This is an optimization exercise on Yosys and OpenROAD, whose aim is a short achievable clock period and few clock cycles, not a production implementation. Only the layout flow was run in this run; the RTL was not checked for function there. Power figures rest on the tool's default switching activity, not on a simulated workload.

$ cat config.mk
export PLATFORM = sky130hd
export DESIGN_NAME = mips_core
export DESIGN_NICKNAME = mips_core
export VERILOG_FILES = /design/flow/design.v
export SDC_FILE = /design/flow/constraint.sdc
export NUM_CORES = 4
export LEC_CHECK = 0
export ABC_CLOCK_PERIOD_IN_PS = 2000
export CAP_MARGIN = 20
export CORE_MARGIN = 2
export CORE_UTILIZATION = 40
export SETUP_SLACK_MARGIN = 4.6
export SLEW_MARGIN = 20
export TNS_END_PERCENT = 100
$ cat constraint.sdc
create_clock -name core_clock -period 7.0 [get_ports {clk}]
set_input_delay 1.4000 -clock core_clock [delete_from_list [all_inputs] [get_ports {clk}]]
set_output_delay 1.4000 -clock core_clock [all_outputs]
set_load 0.01 [all_outputs]
$ cat design.v
`default_nettype none
package mips_pkg;
    typedef enum logic [5:0] {
        OP_RTYPE = 6'h00,
        OP_BEQ   = 6'h04,
        OP_ADDI  = 6'h08,
        OP_LW    = 6'h23,
        OP_SW    = 6'h2b
    } opcode_e;
    typedef enum logic [5:0] {
        FN_ADD = 6'h20,
        FN_SUB = 6'h22,
        FN_AND = 6'h24,
        FN_OR  = 6'h25,
        FN_SLT = 6'h2a
    } funct_e;
    typedef enum logic [2:0] {
        ALU_ADD = 3'd0,
        ALU_SUB = 3'd1,
        ALU_AND = 3'd2,
        ALU_OR  = 3'd3,
        ALU_SLT = 3'd4
    } alu_op_e;
    typedef enum logic [1:0] {
        FWD_RF  = 2'b00,
        FWD_WB  = 2'b01,
        FWD_MEM = 2'b10
    } fwd_sel_e;
    typedef struct packed {
        opcode_e                      opcode;
        logic [5-1:0]  rs;
        logic [5-1:0]  rt;
        logic [5-1:0]  rd;
        logic [4:0]                   shamt;
        funct_e                       funct;
    } r_fmt_t;
    typedef struct packed {
        opcode_e                      opcode;
        logic [5-1:0]  rs;
        logic [5-1:0]  rt;
        logic [15:0]                  imm;
    } i_fmt_t;
    typedef union packed {
        r_fmt_t r_fmt;
        i_fmt_t i_fmt;
    } instr_u;
    typedef struct packed {
        logic    reg_write;
        logic    mem_to_reg;
        logic    mem_write;
        logic    branch;
        logic    alu_src_imm;
        logic    reg_dst_rd;
        alu_op_e alu_op;
    } ctrl_t;
    typedef struct packed {
        instr_u                 instr;
        logic [$clog2(256)-1:0]  pc_next;
    } if_id_t;
    typedef struct packed {
        ctrl_t                        ctrl;
        logic [32-1:0]        rd1;
        logic [32-1:0]        rd2;
        logic [32-1:0]        imm;
        logic [5-1:0]  rs;
        logic [5-1:0]  rt;
        logic [5-1:0]  dst;
    } id_ex_t;
    typedef struct packed {
        logic                         reg_write;
        logic                         mem_to_reg;
        logic                         mem_write;
        logic [32-1:0]        alu_result;
        logic [32-1:0]        store_data;
        logic [5-1:0]  dst;
    } ex_mem_t;
    typedef struct packed {
        logic                         reg_write;
        logic                         mem_to_reg;
        logic [32-1:0]        alu_result;
        logic [32-1:0]        load_data;
        logic [5-1:0]  dst;
    } mem_wb_t;
    typedef struct packed {
        logic                   wr_en;
        logic                   rd_en;
        logic [32-1:0]  addr;
        logic [32-1:0]  wdata;
    } dmem_req_t;
endpackage
`default_nettype wire
`timescale 1ns/1ns
`default_nettype none
module hazard_unit (
    input  logic [5-1:0] rs_id
    ,input  logic [5-1:0] rt_id
    ,input  logic                        uses_rs_id
    ,input  logic                        uses_rt_id
    ,input  logic [5-1:0] dst_ex
    ,input  logic                        load_ex
    ,input  logic [5-1:0] dst_mem
    ,input  logic [5-1:0] dst_wb
    ,output logic                        stall
    ,output logic                        rs_from_ex
    ,output logic                        rs_from_mem
    ,output logic                        rs_from_wb
    ,output logic                        rs_from_rf
    ,output logic                        rt_from_ex
    ,output logic                        rt_from_mem
    ,output logic                        rt_from_wb
    ,output logic                        rt_from_rf
);
    logic rs_ex, rt_ex, rs_mem, rt_mem, rs_wb, rt_wb;
    assign rs_ex  = (dst_ex  != '0) && (dst_ex  == rs_id);
    assign rt_ex  = (dst_ex  != '0) && (dst_ex  == rt_id);
    assign rs_mem = (dst_mem != '0) && (dst_mem == rs_id);
    assign rt_mem = (dst_mem != '0) && (dst_mem == rt_id);
    assign rs_wb  = (dst_wb  != '0) && (dst_wb  == rs_id);
    assign rt_wb  = (dst_wb  != '0) && (dst_wb  == rt_id);
    assign stall = load_ex && ((uses_rs_id && rs_ex) || (uses_rt_id && rt_ex));
    assign rs_from_ex  = rs_ex;
    assign rs_from_mem = !rs_ex && rs_mem;
    assign rs_from_wb  = !rs_ex && !rs_mem && rs_wb;
    assign rs_from_rf  = !rs_ex && !rs_mem && !rs_wb;
    assign rt_from_ex  = rt_ex;
    assign rt_from_mem = !rt_ex && rt_mem;
    assign rt_from_wb  = !rt_ex && !rt_mem && rt_wb;
    assign rt_from_rf  = !rt_ex && !rt_mem && !rt_wb;
endmodule
`default_nettype wire
`timescale 1ns/1ns
`default_nettype none
module control_decoder (
    input  logic [31:0]                  instr,
    output logic                         is_alu,      
    output logic                         is_slt,
    output logic                         is_addi,
    output logic                         is_lw,
    output logic                         is_sw,
    output logic                         is_beq,
    output logic                         op_sub,      
    output logic                         op_and,
    output logic                         op_or,
    output logic                         uses_rs,
    output logic                         uses_rt,
    output logic [5-1:0]  dst          
);
    logic [5:0] opcode;
    logic [5:0] funct;
    logic       rtype;
    assign opcode = instr[31:26];
    assign funct  = instr[5:0];
    assign rtype  = (opcode == 6'h00);
    always_comb begin
        is_alu = 1'b0;
        is_slt = 1'b0;
        op_sub = 1'b0;
        op_and = 1'b0;
        op_or  = 1'b0;
        if (rtype) begin
            case (funct)
                6'h20: is_alu = 1'b1;
                6'h22: begin is_alu = 1'b1; op_sub = 1'b1; end
                6'h24: begin is_alu = 1'b1; op_and = 1'b1; end
                6'h25: begin is_alu = 1'b1; op_or  = 1'b1; end
                6'h2a: begin is_slt = 1'b1; op_sub = 1'b1; end
                default: ;
            endcase
        end
    end
    assign is_addi = (opcode == 6'h08);
    assign is_lw   = (opcode == 6'h23);
    assign is_sw   = (opcode == 6'h2b);
    assign is_beq  = (opcode == 6'h04);
    assign uses_rs = is_alu | is_slt | is_addi | is_lw | is_sw | is_beq;
    assign uses_rt = is_alu | is_slt | is_sw | is_beq;
    assign dst = (is_alu | is_slt) ? instr[15:11]
               : (is_addi | is_lw) ? instr[20:16]
               : '0;
endmodule
`default_nettype wire
`timescale 1ns/1ns
`default_nettype none
module register_file (
    input  logic                         clk,
    input  logic                         clear,
    input  logic [5-1:0]  rd_addr1,
    input  logic [5-1:0]  rd_addr2,
    output logic [32-1:0]        rd_data1,
    output logic [32-1:0]        rd_data2,
    input  logic [5-1:0]  wr_addr,     
    input  logic [32-1:0]        wr_data
);
    logic [32-1:0] regs [1:32-1];
    logic [32-1:0] view [32];
    always_ff @(posedge clk) begin
        if (clear) begin
            for (int i = 1; i < 32; i++)
                regs[i] <= '0;
        end else if (wr_addr != '0) begin
            regs[wr_addr] <= wr_data;
        end
    end
    assign view[0] = '0;
    for (genvar i = 1; i < 32; i++) begin : g_view
        assign view[i] = regs[i];
    end
    assign rd_data1 = view[rd_addr1];
    assign rd_data2 = view[rd_addr2];
endmodule
`default_nettype wire
`timescale 1ns/1ns
`default_nettype none
module ks_adder #(
    parameter int N = 32,
    parameter bit INVERT_B = 1'b0
) (
    input  logic [N-1:0] a,
    input  logic [N-1:0] b,
    input  logic         cin,
    output logic [N-1:0] sum
);
    localparam int LEVELS = $clog2(N);
    logic [N-1:0] bb;
    logic [N-1:0] g [LEVELS+1];
    logic [N-1:0] p [LEVELS+1];
    logic [N-1:0] p0;
    logic [N-1:0] g0;
    logic [N-1:0] carry;
    assign bb = INVERT_B ? ~b : b;
    assign g0 = a & bb;
    assign p0 = a ^ bb;
    assign g[0] = {g0[N-1:1], g0[0] | (p0[0] & cin)};
    assign p[0] = p0;
    for (genvar l = 1; l <= LEVELS; l++) begin : g_level
        localparam int D = 1 << (l - 1);
        for (genvar i = 0; i < N; i++) begin : g_bit
            if (i >= D) begin : g_merge
                assign g[l][i] = g[l-1][i] | (p[l-1][i] & g[l-1][i-D]);
                assign p[l][i] = p[l-1][i] & p[l-1][i-D];
            end else begin : g_pass
                assign g[l][i] = g[l-1][i];
                assign p[l][i] = p[l-1][i];
            end
        end
    end
    assign carry = {g[LEVELS][N-2:0], cin};
    assign sum   = p0 ^ carry;
endmodule
module alu (
    input  logic                   op_sum,    
    input  logic                   op_and,
    input  logic                   op_or,
    input  logic                   op_slt,
    input  logic                   cin,
    input  logic [32-1:0]  a,
    input  logic [32-1:0]  b,         
    output logic [32-1:0]  result,
    output logic [32-1:0]  sum
);
    localparam int N = 32;
    logic set_lt;
    ks_adder #(.N(N), .INVERT_B(1'b0)) i_add (.a(a), .b(b), .cin(cin), .sum(sum));
    assign set_lt = (a[N-1] == b[N-1]) ? a[N-1] : sum[N-1];
    assign result = ({N{op_sum}} & sum)
                  | ({N{op_and}} & (a & b))
                  | ({N{op_or}}  & (a | b))
                  | {{(N-1){1'b0}}, op_slt & set_lt};
endmodule
`default_nettype wire
`timescale 1ns/1ns
`default_nettype none
module mips_core (
    input  logic                   clk,
    input  logic                   reset,
    output logic [$clog2(256)-1:0]  imem_addr,
    input  logic [32-1:0]  imem_data,
    output logic                   dmem_wr_en,
    output logic                   dmem_rd_en,
    output logic [32-1:0]  dmem_addr,
    output logic [32-1:0]  dmem_wdata,
    input  logic [32-1:0]  dmem_rdata,
    output logic                   wb_valid,
    output logic [5-1:0] wb_addr,
    output logic [32-1:0]  wb_data
);
    localparam int XLEN = 32;
    localparam int PCW  = $clog2(256);
    localparam int RAW  = 5;
    logic [PCW-1:0]  pc;            
    logic [PCW-1:0]  pc_plus1;      
    logic            reset_q;       
    logic [XLEN-1:0] d_instr;
    logic            d_valid;       
    logic [PCW-1:0]  d_pcn;         
    logic            e_op_sum;
    logic            e_cin;         
    logic            e_op_and;
    logic            e_op_or;
    logic            e_op_slt;
    logic            e_load;
    logic            e_store;
    logic            e_br;          
    logic [PCW-1:0]  e_target;
    logic [PCW-1:0]  e_target_p1;
    logic [RAW-1:0]  e_dst;         
    logic [XLEN-1:0] e_a;           
    logic [XLEN-1:0] e_b;           
    logic [XLEN-1:0] e_t;           
    logic [XLEN-1:0] m_res;         
    logic [XLEN-3:0] m_addr;        
    logic [XLEN-1:0] m_wdata;
    logic [RAW-1:0]  m_dst;
    logic            m_load;        
    logic            m_store;
    logic            m_load_wb;     
    logic [XLEN-1:0] w_res;
    logic [RAW-1:0]  w_dst;         
    logic [XLEN-1:0] w_res_o;
    logic [RAW-1:0]  w_dst_o;
    logic            w_valid_o;
    logic            c_alu, c_slt, c_addi, c_lw, c_sw, c_beq;
    logic            c_uses_rs, c_uses_rt;
    logic [RAW-1:0]  c_dst;
    logic            d_alu, d_slt, d_addi, d_lw, d_sw, d_beq;
    logic            d_sub, d_and, d_or;
    logic            d_uses_rs, d_uses_rt;
    logic [RAW-1:0]  d_dst;
    logic [RAW-1:0]  d_rs;
    logic [RAW-1:0]  d_rt;
    logic [XLEN-1:0] d_imm;
    logic            d_imm_b;
    logic [PCW-1:0]  d_target;
    logic [PCW-1:0]  d_target_p1;
    logic            d_taken;
    logic [XLEN-1:0] rf_rd1;
    logic [XLEN-1:0] rf_rd2;
    logic            stall;
    logic            mispredict;
    logic            a_ex, a_mem, a_wb, a_rf;
    logic            t_ex, t_mem, t_wb, t_rf;
    assign d_rs    = d_instr[25:21];
    assign d_rt    = d_instr[20:16];
    assign d_imm   = {{(XLEN-16){d_instr[15]}}, d_instr[15:0]};
    control_decoder i_control_decoder (
        .instr   (d_instr),
        .is_alu  (c_alu),
        .is_slt  (c_slt),
        .is_addi (c_addi),
        .is_lw   (c_lw),
        .is_sw   (c_sw),
        .is_beq  (c_beq),
        .op_sub  (d_sub),
        .op_and  (d_and),
        .op_or   (d_or),
        .uses_rs (c_uses_rs),
        .uses_rt (c_uses_rt),
        .dst     (c_dst)
    );
    assign d_alu     = d_valid & c_alu;
    assign d_slt     = d_valid & c_slt;
    assign d_addi    = d_valid & c_addi;
    assign d_lw      = d_valid & c_lw;
    assign d_sw      = d_valid & c_sw;
    assign d_beq     = d_valid & c_beq;
    assign d_uses_rs = d_valid & c_uses_rs;
    assign d_uses_rt = d_valid & c_uses_rt;
    assign d_dst     = d_valid ? c_dst : '0;
    assign d_imm_b   = d_addi | d_lw | d_sw;
    register_file i_register_file (
        .clk      (clk),
        .clear    (reset_q),
        .rd_addr1 (d_rs),
        .rd_addr2 (d_rt),
        .rd_data1 (rf_rd1),
        .rd_data2 (rf_rd2),
        .wr_addr  (w_dst),
        .wr_data  (w_res)
    );
    hazard_unit i_hazard_unit (
        .rs_id       (d_rs),
        .rt_id       (d_rt),
        .uses_rs_id  (d_uses_rs),
        .uses_rt_id  (d_uses_rt),
        .dst_ex      (e_dst),
        .load_ex     (e_load),
        .dst_mem     (m_dst),
        .dst_wb      (w_dst),
        .stall       (stall),
        .rs_from_ex  (a_ex),
        .rs_from_mem (a_mem),
        .rs_from_wb  (a_wb),
        .rs_from_rf  (a_rf),
        .rt_from_ex  (t_ex),
        .rt_from_mem (t_mem),
        .rt_from_wb  (t_wb),
        .rt_from_rf  (t_rf)
    );
    assign d_target    = d_pcn + d_instr[PCW-1:0];
    assign d_target_p1 = d_target + 1'b1;
    assign d_taken     = d_beq && (d_rs == d_rt);
    assign imem_addr = pc;
    always_ff @(posedge clk) begin
        if (reset) begin
            pc       <= '0;
            pc_plus1 <= 8'd1;
        end else if (mispredict) begin
            pc       <= e_target;
            pc_plus1 <= e_target_p1;
        end else if (!stall) begin
            if (d_taken) begin
                pc       <= d_target;
                pc_plus1 <= d_target_p1;
            end else begin
                pc       <= pc_plus1;
                pc_plus1 <= pc_plus1 + 1'b1;
            end
        end
    end
    always_ff @(posedge clk) begin
        reset_q <= reset;
    end
    always_ff @(posedge clk) begin
        if (reset || mispredict)
            d_valid <= 1'b0;
        else if (!stall)
            d_valid <= 1'b1;
    end
    always_ff @(posedge clk) begin
        if (!stall) begin
            d_instr <= imem_data;
            d_pcn   <= pc_plus1;
        end
    end
    always_ff @(posedge clk) begin
        if (reset || stall) begin
            e_op_sum <= 1'b0;
            e_cin    <= 1'b0;
            e_op_and <= 1'b0;
            e_op_or  <= 1'b0;
            e_op_slt <= 1'b0;
            e_load   <= 1'b0;
            e_store  <= 1'b0;
            e_br     <= 1'b0;
            e_dst    <= '0;
        end else begin
            e_op_sum <= (d_alu & ~d_and & ~d_or) | d_imm_b;
            e_cin    <= d_sub;
            e_op_and <= d_and;
            e_op_or  <= d_or;
            e_op_slt <= d_slt;
            e_load   <= d_lw;
            e_store  <= d_sw;
            e_br     <= d_beq & ~d_taken;
            e_dst    <= d_dst;
        end
    end
    logic [XLEN-1:0] alu_result;
    logic [XLEN-1:0] alu_sum;
    logic [XLEN-1:0] m_val;
    logic            b_inv;
    logic            b_imm;
    assign b_inv = d_sub;
    assign b_imm = d_imm_b;
    always_ff @(posedge clk) begin
        e_target    <= d_target;
        e_target_p1 <= d_target_p1;
        e_a <= ({XLEN{a_ex}} & alu_result) | ({XLEN{a_mem}} & m_val)
             | ({XLEN{a_wb}} & w_res)      | ({XLEN{a_rf}}  & rf_rd1);
        e_b <= ({XLEN{t_ex  && !b_imm && !b_inv}} & alu_result)
             | ({XLEN{t_ex  && !b_imm &&  b_inv}} & ~alu_result)
             | ({XLEN{t_mem && !b_imm && !b_inv}} & m_val)
             | ({XLEN{t_mem && !b_imm &&  b_inv}} & ~m_val)
             | ({XLEN{t_wb  && !b_imm && !b_inv}} & w_res)
             | ({XLEN{t_wb  && !b_imm &&  b_inv}} & ~w_res)
             | ({XLEN{t_rf  && !b_imm && !b_inv}} & rf_rd2)
             | ({XLEN{t_rf  && !b_imm &&  b_inv}} & ~rf_rd2)
             | ({XLEN{b_imm}} & d_imm);
        e_t <= ({XLEN{t_ex}} & alu_result) | ({XLEN{t_mem}} & m_val)
             | ({XLEN{t_wb}} & w_res)      | ({XLEN{t_rf}}  & rf_rd2);
    end
    alu i_alu (
        .op_sum (e_op_sum),
        .cin    (e_cin),
        .op_and (e_op_and),
        .op_or  (e_op_or),
        .op_slt (e_op_slt),
        .a      (e_a),
        .b      (e_b),
        .result (alu_result),
        .sum    (alu_sum)
    );
    assign mispredict = e_br && (e_a == e_t);
    always_ff @(posedge clk) begin
        if (reset) begin
            m_load  <= 1'b0;
            m_store <= 1'b0;
            m_dst   <= '0;
        end else begin
            m_load  <= e_load;
            m_store <= e_store;
            m_dst   <= e_dst;
        end
    end
    always_ff @(posedge clk) begin
        m_res     <= alu_result;
        m_addr    <= alu_sum[XLEN-1:2];
        m_wdata   <= e_t;
        m_load_wb <= e_load && (e_dst != '0);
    end
    assign dmem_wr_en = m_store;
    assign dmem_rd_en = m_load;
    assign dmem_addr  = {{2{1'b0}}, m_addr};
    assign dmem_wdata = m_wdata;
    assign m_val = m_load_wb ? dmem_rdata : m_res;
    always_ff @(posedge clk) begin
        if (reset) begin
            w_valid_o <= 1'b0;
            w_dst     <= '0;
        end else begin
            w_valid_o <= (m_dst != '0);
            w_dst     <= m_dst;
        end
    end
    always_ff @(posedge clk) begin
        w_res   <= m_val;
        w_res_o <= m_load ? dmem_rdata : m_res;
        w_dst_o <= m_dst;
    end
    assign wb_valid = w_valid_o;
    assign wb_addr  = w_dst_o;
    assign wb_data  = w_res_o;
endmodule
`default_nettype wire
$ cat run.sh
#!/bin/bash
# synth_recipe.tcl (not shown) runs the flow's synth.tcl, then flattens the netlist and writes it again
# the make line also repeats each setting of config.mk as NAME=value (left out here)
make -C /OpenROAD-flow-scripts/flow DESIGN_CONFIG=/design/flow/config.mk WORK_HOME=/design/flow/orfs CLKGATE_MAP_FILE= SYNTH_SCRIPT=/design/flow/synth_recipe.tcl finish
==> notes.md <==
* Post-Synth Adder-Cell Area at 0.0146
* Top cells by area, synth: edfxtp_1 46%, dfxtp_1 9.6%, and2_1 9.4%
* Initial antenna violation count at 47
* Post-layout min period at 3180 ps
* P&R area growth vs syn at 35.6%
* Slew @ Worst Pin at 1200 ps
* Clk_skew at 37.9 ps
* DR DRC count at 0
* Worst hold path class: flop to flop
* Post-synthesis compound-gate area fraction at 0.161
* Vias/cell at 7.26
* Multiplexer share of the synthesized area at 0.0217
* Mapped cell area at 0.0668 mm²
* Worst skew pair latency at 860 ps
* Final RePlAce weighted congestion at 1.04
* Power per cell area at 229 mW/mm²
* Clock sink total at 1,352
* Grt ovf at 0
* Synth Area in Simple Gates at 0.187
* Sequential-to-total area share from yosys stat at 0.560
* Final hold slack at 378 ps
* Syn Inst Count at 6,046
* Worst setup SP type: flop
* PortBufs at 175
* Largest net degree at the start of global routing at 37
* Max Clk Rate at 0.315 GHz
* Most numerous cell in the Yosys netlist: edfxtp_1
* Share of the synthesized area in the top cell type at 0.464
* Die height at 413 µm
* Total number of vias at 66,600
* Initial DRC Count at 16,000
* Setup TNS at 0 ps
* Final ANT Viol Nets at 0
* Core Area at 0.165 mm²
* Flops & latches, synth at 1,352
* Hold buffer count at CTS at 0
* Crit Path Class: flop to flop
* CTS Buf Count at 150
* Routed len/inst at 44.8 µm
* Synth top cells by count: 1,032 x edfxtp_1, 999 x and2_1, 828 x a22oi_1
* XOR/XNOR Fraction of Synth Area at 0.0172
* Die ar. at 0.170 mm²
* Die W at 413 µm
* Boundary pin count at 178
* Warnings, synthesis at 7
* Post-synth EDFFs at 1,032
* Number of max-cap violations at 0
* Number of global-route vias before repair at 59,900
* Max Transition Viols Final at 0
* Layout cell share with drive strength beyond 1 at 0.310
* CTS tree: done
* CP max FO at 10
* Initial Utilization at 0.404
* DRT Pass-1 Iters at 17
* Slew HR at 0.201
* Combinational family with the most area after synthesis: simple AND/OR/NAND/NOR gates
* Register clock-pin slew on the reported worst setup and hold paths at 60 ps
* Data arrival, critical path at 3860 ps
* Netlist cell types at 99
* Final cycle utilization of the critical path at 0.454
* First-pass GRT wire length at 524,000 µm
* Final setup fails at 0
* Nets at 6,929
* Unrepaired setup endpoints after global routing: true
* Area leader, netlist: edfxtp_1
* Mean post-synth cell area at 11.1 µm²
* Detailed-placement wirelength estimate at 221,000 µm
* Htree depth at 4
* Total power at 20.8 mW
* Inst Count DP at 8,135
* Fillers at 13,500
* Peak VDD IR at 212 µV
* Post-Route WL at 411,000 µm
* Cell Rows at 149
* CTS max path bufs at 3
* Outcome: no timing/DRC/antenna violations
* CP Capture Type: flop
* Placed Area at 0.0722 mm²
* Synth async-reset ratio at 0
* Final instance area at 0.0906 mm²
* Post-Layout Cell Count at 9,167
* Dominant synthesized flop cell: edfxtp_1
* Total global routing track utilization at 0.455
* Critical path required time at 7680 ps
* Fin. Hold Viols at 0
* Pleak at 34.9 nW
* Root Driver: clkbuf_16
power by group:
part | internal (mW) | leakage [nW] | switching [mW]
registers | 9.07 | 13.4 | 0.378
clock network | 4.55 | 2.37 | 3.54
logic | 1.31 | 19.2 | 1.92
critical path, cell delays in order, from the launching register on:
cell	delay [ps]
edfxtp_1	500
buf_12	220
nor2b_4	90
buf_6	180
and3_1	240
a2111oi_4	340
nand3_1	120
or4_4	560
mux2i_2	190
a2111oi_4	340
o311ai_1	150
cell families (layout without fill, tap and decap cells):
group / after synthesis / count (layout)
flops: 1352 / 1352
mux: 136 / 136
fa+ha+maj: 76 / 76
xor+xnor: 131 / 131
other cells: 1 / 74
simple gates: 2272 / 2279
buf+inv: 635 / 1487
compound gates: 1443 / 1443
timing repair:
| item | in CTS | in global routing |
|---|---|---|
| cloned | 47 | 26 |
| gates resized for setup | 1511 | 474 |
| setup buffers | 435 | 181 |
| setup endpoints to repair | 2207 | 1075 |
| pin swaps | 310 | 257 |
registers in the layout, indices dropped and copies added, names as in the netlist, 5 cells and up:
register and flops:
w_dst 5, m_res 32, i_register_file.regs 992, w_res 32, d_pcn 8, w_res_o 32
pc 8, e_dst 5, pc_plus1 8, e_b 32, d_instr 32, m_wdata 32
e_a 32, e_target_p1 8, m_dst 5, e_target 8, w_dst_o 5, m_addr 30
e_t 32
cell type report:
cell class	count	area, µm²	share of cell area
sequential	1352	37600	0.415
timing repair buffer	1090	13200	0.145
timing repair inverter	5	92.6	0.00102
inverter	121	484	0.00534
multi-input combinational	4067	31500	0.348
tap	2189	2740	0.0302
clock inverter	73	657	0.00725
clock buffer	198	4180	0.0462
antenna	72	180	0.00199
routing by layer:
layer,up-vias,track usage,share of wire
li1,24200,-,-
met2,7777,0.611,0.38
met1,31700,0.514,0.32
met3,2921,0.264,0.18
met4,51,0.370,0.12
met5,-,0.0611,0.0051
final timing paths:
path | startpoint | endpoint | slack [ps] | depth (start not counted)
worst max-delay path | d_instr[18] | e_b[26] | 3820 | 10
worst max register to register | d_instr[18] | e_b[26] | 3820 | 10
worst min-delay path | e_t[4] | m_wdata[4] | 380 | 0
worst min register to register | e_t[4] | m_wdata[4] | 380 | 0
metrics by stage:
step           setup WS (ps)   util
3_5_place_dp            2550  0.437
3_3_place_gp            2600  0.437
4_1_cts                 3910  0.521
2_1_floorplan           4350      -
6_report                3820  0.548
5_1_grt                 3830  0.547
layout by cell type, fill, tap and decap left out, types with 63 or more instances in the layout:
cell type / count
a21oi_1: 79
a22oi_1: 753
a22oi_2: 75
and2_1: 995
and3_1: 63
buf_12: 167
buf_4: 446
buf_6: 255
clkbuf_16: 181
clkdlybuf4s50_1: 65
dfxtp_1: 204
dfxtp_2: 110
diode_2: 72
edfxtp_1: 1032
inv_1: 101
nand2_1: 373
nand3_1: 121
nand4_1: 90
nor2_1: 139
nor2_4: 110
o21ai_0: 68

-- port drivers added, routing unchanged --
No port has a modelled driver above. Below, the same layout with a new extraction and two added sets of constraints.
Step 1, drivers: a clkbuf_16 drives clk and a buf_2 each remaining input, both assumed.
Step 2 adds t to the input delays and takes it off the output delays; t is the mean of the earliest and latest rising clock arrival at the registers after step 1. Input paths then give back, and output paths get back, about the clock's delay inside the block.
a / b / c = ideal ports / drivers / drivers and shift; a / b = the first two.
shift t [ns]: 0.935
setup slack, ns: 3.821 / 3.821 / 3.534
latest minus earliest clock arrival (ns): 0.040 / 0.040
After both steps setup and hold are still met in this run. The setup slack of this run moves by 0.000 ns with the drivers and by -0.287 ns with both steps.
